Background: an optimization exercise with open tools, aiming at small area, a short achievable clock period and few clock cycles per item. Do not read the settings as production practice. RTL that was checked went through simulation tests only; none was proved equivalent to the original. No activity file was given, so power comes from the tool's default toggle rates.

the baseline:
==> flow/design.v (excerpt) <==
module rho_pi_inv_serial #(
    parameter bit BYPASS_RHO = 1'b0
) (
    input  logic        clk,
    input  logic        rst_n,
    input  logic        s_valid,
    output logic        s_ready,
    input  logic [63:0] s_data,
    output logic        m_valid,
    input  logic        m_ready,
    output logic [63:0] m_data,
    output logic        m_last,
    output logic        busy
);
==> flow/config.mk <==
export PLATFORM = sky130hd
export DESIGN_NAME = rho_pi_inv_serial
export DESIGN_NICKNAME = rho_pi_inv_serial
export VERILOG_FILES = /design/flow/design.v
export SDC_FILE = /design/flow/constraint.sdc
export NUM_CORES = 4
export LEC_CHECK = 0
export ABC_CLOCK_PERIOD_IN_PS = 3000
export CAP_MARGIN = 20
export CORE_MARGIN = 2
export CORE_UTILIZATION = 40
export CTS_CLUSTER_DIAMETER = 120
export CTS_CLUSTER_SIZE = 24
export SETUP_SLACK_MARGIN = 3.9
export SLEW_MARGIN = 20
==> flow/constraint.sdc <==
create_clock -name core_clock -period 7.0 [get_ports {clk}]
set_input_delay 1.4000 -clock core_clock [delete_from_list [all_inputs] [get_ports {clk}]]
set_output_delay 1.4000 -clock core_clock [all_outputs]
set_load 0.01 [all_outputs]
standard.sh (not shown) runs the stock make flow with config.mk's settings and CLKGATE_MAP_FILE= SYNTH_SCRIPT=/design/flow/synth_recipe.tcl, a recipe that flattens the netlist after the stock synthesis.
==> flow/flow/run.sh <==
#!/bin/bash
# The standard layout, with the port buffers that buffer_ports inserts made
# plain buffers (buf_2) instead of the library's default pick (a delay cell).
set -euo pipefail
export BUFFER_PORTS_ARGS="-buffer_cell sky130_fd_sc_hd__buf_2"
bash standard.sh > standard_flow.log 2>&1
Testbench counts of the baseline, summed over its fixed seeds: cycles 8,200, items 320.
The inputs of the candidate differ from those of the baseline as listed below.
--- a/flow/design.v
+++ b/flow/design.v
@@ -80,13 +80,12 @@
     endfunction
     logic [63:0] lanes [25];
     logic [2:0]  g8;          
     logic [1:0]  g3;          
     logic [4:0]  wr_idx;      
     logic [5:0]  wr_a;        
-    logic [24:0] wr_go;       
     logic [5:0]  wr_rot;      
     logic        rd_active;   
     logic [4:0]  rd_idx;      
     logic [24:0] rd_oh;       
     logic [5:0]  rd_rot;      
     logic        out_valid;
@@ -113,15 +112,21 @@
     always_comb begin
         rd_word = '0;
         for (int s = 0; s < 25; s++) begin
             rd_word = rd_word | ({64{rd_oh[s]}} & lanes[s]);
         end
     end
+    logic [24:0] wr_sel;
+    always_comb begin
+        wr_sel = '0;
+        if (wr_a[5]) wr_sel[24] = 1'b1;
+        else         wr_sel[wr_a[4:0]] = 1'b1;
+    end
     always_ff @(posedge clk) begin
         for (int s = 0; s < 25; s++) begin
-            if (s_valid && wr_go[s]) begin
+            if (in_hs && wr_sel[s]) begin
                 lanes[s] <= wr_word;
             end
         end
     end
     always_ff @(posedge clk) begin
         if (ld) begin
@@ -150,17 +155,14 @@
         rd_rot_i = rot_amt(rd_idx_i) & ~WMASK;
         rd_oh_s  = slot_oh(nxt_pos(5'd0), g8_i, g3_i);
         eq       = (wr_idx == rd_idx);
         eq1      = (wr_idx + 5'd1 == rd_idx);
     end
     logic rd_active_n, out_valid_n, ready_n, wr_nz_n;
-    logic [5:0] wr_a_n;
-    logic [24:0] wr_go_n;
     always_comb begin
         out_valid_n = ld || (out_valid && !m_ready);
-        wr_a_n      = in_hs ? wr_a_i : wr_a;
         wr_nz_n     = in_hs ? !wr_last : (wr_idx != 5'd0);
         if (start) begin
             rd_active_n = 1'b1;
             ready_n     = ld;
         end else if (rd_active) begin
             rd_active_n = !(ld && rd_last);
@@ -169,23 +171,19 @@
             else if (ld == in_hs)  ready_n = !eq;
             else                   ready_n = !eq && !eq1;
         end else begin
             rd_active_n = 1'b0;
             ready_n     = 1'b1;
         end
-        wr_go_n = '0;
-        if (wr_a_n[5]) wr_go_n[24] = ready_n;
-        else           wr_go_n[wr_a_n[4:0]] = ready_n;
     end
     always_ff @(posedge clk) begin
         if (!rst_n) begin
             g8        <= 3'd0;
             g3        <= 2'd0;
             wr_idx    <= 5'd0;
             wr_a      <= 6'b100000;
-            wr_go     <= 25'd1 << 24;
             wr_rot    <= 6'd0;
             rd_active <= 1'b0;
             rd_idx    <= 5'd0;
             rd_oh     <= 25'd1 << 24;
             rd_rot    <= 6'd0;
             out_valid <= 1'b0;
@@ -216,11 +214,10 @@
                 rd_oh  <= rd_last ? (25'd1 << 24) : rd_oh_i;
                 rd_rot <= rd_rot_i;
             end
             rd_active <= rd_active_n;
             out_valid <= out_valid_n;
             ready_q   <= ready_n;
-            wr_go     <= wr_go_n;
             busy_q    <= wr_nz_n || rd_active_n || out_valid_n;
         end
     end
 endmodule
Results
met5 as the uppermost layer routed was reported by the baseline, and met4 by the candidate. There was hardly any difference in post-route standard cell area excluding fillers between the baseline and the candidate. The baseline: no failed stages, no open violations at the end. The candidate finished every step from synthesis to the final layout, and the layout passed the timing, DRC and antenna checks. On via count of the first global-routing pass, the baseline and the candidate are basically level. Summary — number of clock sinks, the candidate relative to the baseline: lower, by 1.4%. Per the comparison of the candidate with the baseline, area growth from synthesis to layout picked up an extra 1.8 points, via count of the routed design higher, layout buffer count excluding clock buffers increased by about 26% relative to the old numbers. Of the two candidates, the baseline has the better fmax and the candidate the worse one. Sum of routed wire length over all layers up 5.0% in the candidate wrt the baseline. The more densely filled core belongs to the candidate, not the baseline. Leakage power across the baseline and the candidate: no real change. Looking at the baseline and the candidate, the mux share of post-synthesis cell area is a wash. The final critical delay including setup and external delays reported for the candidate is greater than that of the baseline by 55 ps.
The RTL of the candidate was laid out without a check of its function.


v13:
The RTL this note starts from:
==> flow/design.v <==
module rho_pi_inv_serial #(
    parameter bit BYPASS_RHO = 1'b0
) (
    input  logic        clk,
    input  logic        rst_n,
    input  logic        s_valid,
    output logic        s_ready,
    input  logic [63:0] s_data,
    output logic        m_valid,
    input  logic        m_ready,
    output logic [63:0] m_data,
    output logic        m_last,
    output logic        busy
);
    localparam logic [5:0] WMASK = 6'b111000;
    function automatic logic [5:0] nxt_pos(input logic [4:0] x);
        logic [5:0] v;
        case (x)
            5'd0: v = 6'b000000;  5'd1: v = 6'b000010;  5'd2: v = 6'b000110;  5'd3: v = 6'b000100;
            5'd4: v = 6'b001111;  5'd5: v = 6'b010111;  5'd6: v = 6'b010010;  5'd7: v = 6'b000001;
            5'd8: v = 6'b001110;  5'd9: v = 6'b001001;  5'd10: v = 6'b000011;  5'd11: v = 6'b010001;
            5'd12: v = 6'b001000;  5'd13: v = 6'b010100;  5'd14: v = 6'b001101;  5'd15: v = 6'b010000;
            5'd16: v = 6'b001100;  5'd17: v = 6'b010101;  5'd18: v = 6'b000111;  5'd19: v = 6'b001011;
            5'd20: v = 6'b001010;  5'd21: v = 6'b000101;  5'd22: v = 6'b010110;  5'd23: v = 6'b010011;
            default: v = 6'b100000;
        endcase
        nxt_pos = v;
    endfunction
    function automatic logic [1:0] add3(input logic [1:0] a, input logic [1:0] b);
        logic [2:0] s;
        s = {1'b0, a} + {1'b0, b};
        add3 = (s >= 3'd3) ? 2'(s - 3'd3) : s[1:0];
    endfunction
    function automatic logic [5:0] slot_a(input logic [5:0] v, input logic [2:0] g8,
                                          input logic [1:0] g3);
        slot_a = {v[5], add3(v[4:3], g3), v[2:0] + g8};
    endfunction
    function automatic logic [24:0] slot_oh(input logic [5:0] v, input logic [2:0] g8,
                                            input logic [1:0] g3);
        logic [2:0] a8;
        logic [1:0] a3;
        a8 = v[2:0] + g8;
        a3 = add3(v[4:3], g3);
        slot_oh = '0;
        if (v[5]) slot_oh[24] = 1'b1;
        else      slot_oh[{a3, a8}] = 1'b1;
    endfunction
    function automatic logic [5:0] rot_amt(input logic [4:0] m);
        logic [5:0] k;
        case (m)
            5'd0:  k = 6'd0;   5'd1:  k = 6'd1;   5'd2:  k = 6'd62;  5'd3:  k = 6'd28;
            5'd4:  k = 6'd27;  5'd5:  k = 6'd36;  5'd6:  k = 6'd44;  5'd7:  k = 6'd6;
            5'd8:  k = 6'd55;  5'd9:  k = 6'd20;  5'd10: k = 6'd3;   5'd11: k = 6'd10;
            5'd12: k = 6'd43;  5'd13: k = 6'd25;  5'd14: k = 6'd39;  5'd15: k = 6'd41;
            5'd16: k = 6'd45;  5'd17: k = 6'd15;  5'd18: k = 6'd21;  5'd19: k = 6'd8;
            5'd20: k = 6'd18;  5'd21: k = 6'd2;   5'd22: k = 6'd61;  5'd23: k = 6'd56;
            5'd24: k = 6'd14;
            default: k = 6'd0;
        endcase
        rot_amt = BYPASS_RHO ? 6'd0 : k;
    endfunction
    function automatic logic [5:0] in_rot_amt(input logic [4:0] j);
        logic [5:0] k;
        case (j)
            5'd0:  k = 6'd0;   5'd1:  k = 6'd44;  5'd2:  k = 6'd43;  5'd3:  k = 6'd21;
            5'd4:  k = 6'd14;  5'd5:  k = 6'd28;  5'd6:  k = 6'd20;  5'd7:  k = 6'd3;
            5'd8:  k = 6'd45;  5'd9:  k = 6'd61;  5'd10: k = 6'd1;   5'd11: k = 6'd6;
            5'd12: k = 6'd25;  5'd13: k = 6'd8;   5'd14: k = 6'd18;  5'd15: k = 6'd27;
            5'd16: k = 6'd36;  5'd17: k = 6'd10;  5'd18: k = 6'd15;  5'd19: k = 6'd56;
            5'd20: k = 6'd62;  5'd21: k = 6'd55;  5'd22: k = 6'd39;  5'd23: k = 6'd41;
            5'd24: k = 6'd2;
            default: k = 6'd0;
        endcase
        in_rot_amt = BYPASS_RHO ? 6'd0 : k;
    endfunction
    function automatic logic [63:0] rotr(input logic [63:0] x, input logic [5:0] k);
        logic [127:0] d;
        d = {x, x} >> k;
        rotr = d[63:0];
    endfunction
    logic [63:0] lanes [25];
    logic [2:0]  g8;          
    logic [1:0]  g3;          
    logic [4:0]  wr_idx;      
    logic [5:0]  wr_a;        
    logic [5:0]  wr_rot;      
    logic        rd_active;   
    logic [4:0]  rd_idx;      
    logic [24:0] rd_oh;       
    logic [5:0]  rd_rot;      
    logic        out_valid;
    logic        out_last;
    logic [63:0] out_data;
    logic        ready_q;     
    logic        busy_q;
    logic        in_hs;
    logic        start;       
    logic        ld;          
    logic        out_free;
    assign in_hs    = s_valid && ready_q;
    assign start    = in_hs && (wr_idx == 5'd24);
    assign out_free = !out_valid || m_ready;
    assign ld       = out_free && (rd_active || start);
    assign s_ready = rst_n && ready_q;
    assign m_valid = rst_n && out_valid;
    assign busy    = rst_n && busy_q;
    assign m_last  = out_last;
    assign m_data  = out_data;
    logic [63:0] wr_word;
    logic [63:0] rd_word;
    assign wr_word = rotr(s_data, wr_rot);
    always_comb begin
        rd_word = '0;
        for (int s = 0; s < 25; s++) begin
            rd_word = rd_word | ({64{rd_oh[s]}} & lanes[s]);
        end
    end
    logic [24:0] wr_sel;
    always_comb begin
        wr_sel = '0;
        if (wr_a[5]) wr_sel[24] = 1'b1;
        else         wr_sel[wr_a[4:0]] = 1'b1;
    end
    always_ff @(posedge clk) begin
        for (int s = 0; s < 25; s++) begin
            if (in_hs && wr_sel[s]) begin
                lanes[s] <= wr_word;
            end
        end
    end
    always_ff @(posedge clk) begin
        if (ld) begin
            out_data <= rotr(rd_word, rd_rot);
            out_last <= (rd_idx == 5'd24);
        end
    end
    logic        wr_last, rd_last;
    logic [2:0]  g8_i;
    logic [1:0]  g3_i;
    logic [4:0]  wr_idx_i, rd_idx_i;
    logic [5:0]  wr_a_i;
    logic [24:0] rd_oh_i, rd_oh_s;
    logic [5:0]  wr_rot_i, rd_rot_i;
    logic        eq, eq1;
    always_comb begin
        wr_last  = (wr_idx == 5'd24);
        wr_idx_i = wr_last ? 5'd0 : wr_idx + 5'd1;
        g8_i     = g8 + 3'd1;
        g3_i     = add3(g3, 2'd1);
        wr_a_i   = slot_a(nxt_pos(wr_idx), g8, g3);
        wr_rot_i = in_rot_amt(wr_idx_i) & WMASK;
        rd_last  = (rd_idx == 5'd24);
        rd_idx_i = rd_last ? 5'd0 : rd_idx + 5'd1;
        rd_oh_i  = slot_oh(nxt_pos(rd_idx), g8, g3);
        rd_rot_i = rot_amt(rd_idx_i) & ~WMASK;
        rd_oh_s  = slot_oh(nxt_pos(5'd0), g8_i, g3_i);
        eq       = (wr_idx == rd_idx);
        eq1      = (wr_idx + 5'd1 == rd_idx);
    end
    logic rd_active_n, out_valid_n, ready_n, wr_nz_n;
    always_comb begin
        out_valid_n = ld || (out_valid && !m_ready);
        wr_nz_n     = in_hs ? !wr_last : (wr_idx != 5'd0);
        if (start) begin
            rd_active_n = 1'b1;
            ready_n     = ld;
        end else if (rd_active) begin
            rd_active_n = !(ld && rd_last);
            if (ld && rd_last)     ready_n = 1'b1;
            else if (ld && !in_hs) ready_n = 1'b1;
            else if (ld == in_hs)  ready_n = !eq;
            else                   ready_n = !eq && !eq1;
        end else begin
            rd_active_n = 1'b0;
            ready_n     = 1'b1;
        end
    end
    always_ff @(posedge clk) begin
        if (!rst_n) begin
            g8        <= 3'd0;
            g3        <= 2'd0;
            wr_idx    <= 5'd0;
            wr_a      <= 6'b100000;
            wr_rot    <= 6'd0;
            rd_active <= 1'b0;
            rd_idx    <= 5'd0;
            rd_oh     <= 25'd1 << 24;
            rd_rot    <= 6'd0;
            out_valid <= 1'b0;
            ready_q   <= 1'b1;
            busy_q    <= 1'b0;
        end else begin
            if (in_hs) begin
                wr_idx <= wr_idx_i;
                wr_a   <= wr_a_i;
                wr_rot <= wr_rot_i;
            end
            if (start) begin
                g8 <= g8_i;
                g3 <= g3_i;
            end
            if (start) begin
                if (ld) begin
                    rd_idx <= 5'd1;
                    rd_oh  <= rd_oh_s;
                    rd_rot <= rot_amt(5'd1) & ~WMASK;
                end else begin
                    rd_idx <= 5'd0;
                    rd_oh  <= 25'd1 << 24;
                    rd_rot <= 6'd0;
                end
            end else if (ld) begin
                rd_idx <= rd_idx_i;
                rd_oh  <= rd_last ? (25'd1 << 24) : rd_oh_i;
                rd_rot <= rd_rot_i;
            end
            rd_active <= rd_active_n;
            out_valid <= out_valid_n;
            ready_q   <= ready_n;
            busy_q    <= wr_nz_n || rd_active_n || out_valid_n;
        end
    end
endmodule
export LEC_CHECK = 0
export ABC_CLOCK_PERIOD_IN_PS = 3000
export CAP_MARGIN = 20
export CORE_MARGIN = 2
export CORE_UTILIZATION = 40
export CTS_CLUSTER_DIAMETER = 120
export CTS_CLUSTER_SIZE = 24
export SETUP_SLACK_MARGIN = 3.9
export SLEW_MARGIN = 20
create_clock -name core_clock -period 7.0 [get_ports {clk}]
run.sh (not shown) runs the stock make flow with config.mk's settings and CLKGATE_MAP_FILE= SYNTH_SCRIPT=/design/flow/synth_recipe.tcl, a recipe that flattens the netlist after the stock synthesis.
Stock flow here: none of the scripts above is used.
Inputs modified between v13 and v2:
--- a/flow/design.v
+++ b/flow/design.v
@@ -10,11 +10,11 @@
     input  logic        m_ready,
     output logic [63:0] m_data,
     output logic        m_last,
     output logic        busy
 );
-    localparam logic [5:0] WMASK = 6'b111000;
+    localparam logic [5:0] WMASK = 6'b111100;
     function automatic logic [5:0] nxt_pos(input logic [4:0] x);
         logic [5:0] v;
         case (x)
             5'd0: v = 6'b000000;  5'd1: v = 6'b000010;  5'd2: v = 6'b000110;  5'd3: v = 6'b000100;
             5'd4: v = 6'b001111;  5'd5: v = 6'b010111;  5'd6: v = 6'b010010;  5'd7: v = 6'b000001;
==> run summary <==
Die extent in x of v2 is on par with v13. On first-iteration DRC count, v13 tracks v2 almost exactly. Compared with v13, v2 shows a lower register-to-register slack. Final area delta (v2 − v13): favourable. On power: between v2 and v13, it ends up higher for v2. Going from v13 to v2, maximum clock frequency now sits lower, count of nets after finishing now sits lower. Across both runs, worst hold slack was higher for v2 than for v13.
No functional check of the RTL was part of any run of this note.

## afterwards: timing with drivers on the ports
In the flow no input, the clock included, has a driving cell. The finished layouts below were timed again as built, in two steps.
Step 1 (the two cells are an assumption about what drives the block):
set clk [get_ports {clk}]
set_driving_cell -lib_cell sky130_fd_sc_hd__clkbuf_16 $clk
set_driving_cell -lib_cell sky130_fd_sc_hd__buf_2 [delete_from_list [all_inputs] $clk]
Step 2, shift: input delay + t, output delay - t, t = (earliest + latest rising clock arrival at the registers) / 2. This alone moves slack from input paths to output paths.
Three values: ideal ports, drivers, drivers and shift; two values: the first two.
| run | t, ns | slack for setup (ns) | worst slew at a driven data input, ns |
|---|---|---|---|
| the baseline | 0.814 | 3.853 / 3.691 / 3.215 | 0.21 |
| the candidate | 0.778 | 3.798 / 3.694 / 3.068 | 0.21 |
| v13 | 0.801 | 3.860 / 3.821 / 3.166 | 0.08 |
| v2 | 0.770 | 3.748 / 3.706 / 3.112 | 0.05 |
After both steps every run listed still meets setup and hold. For the candidate, which loses most, drivers alone change the setup slack by -0.104 ns; drivers and shift together by -0.730 ns.
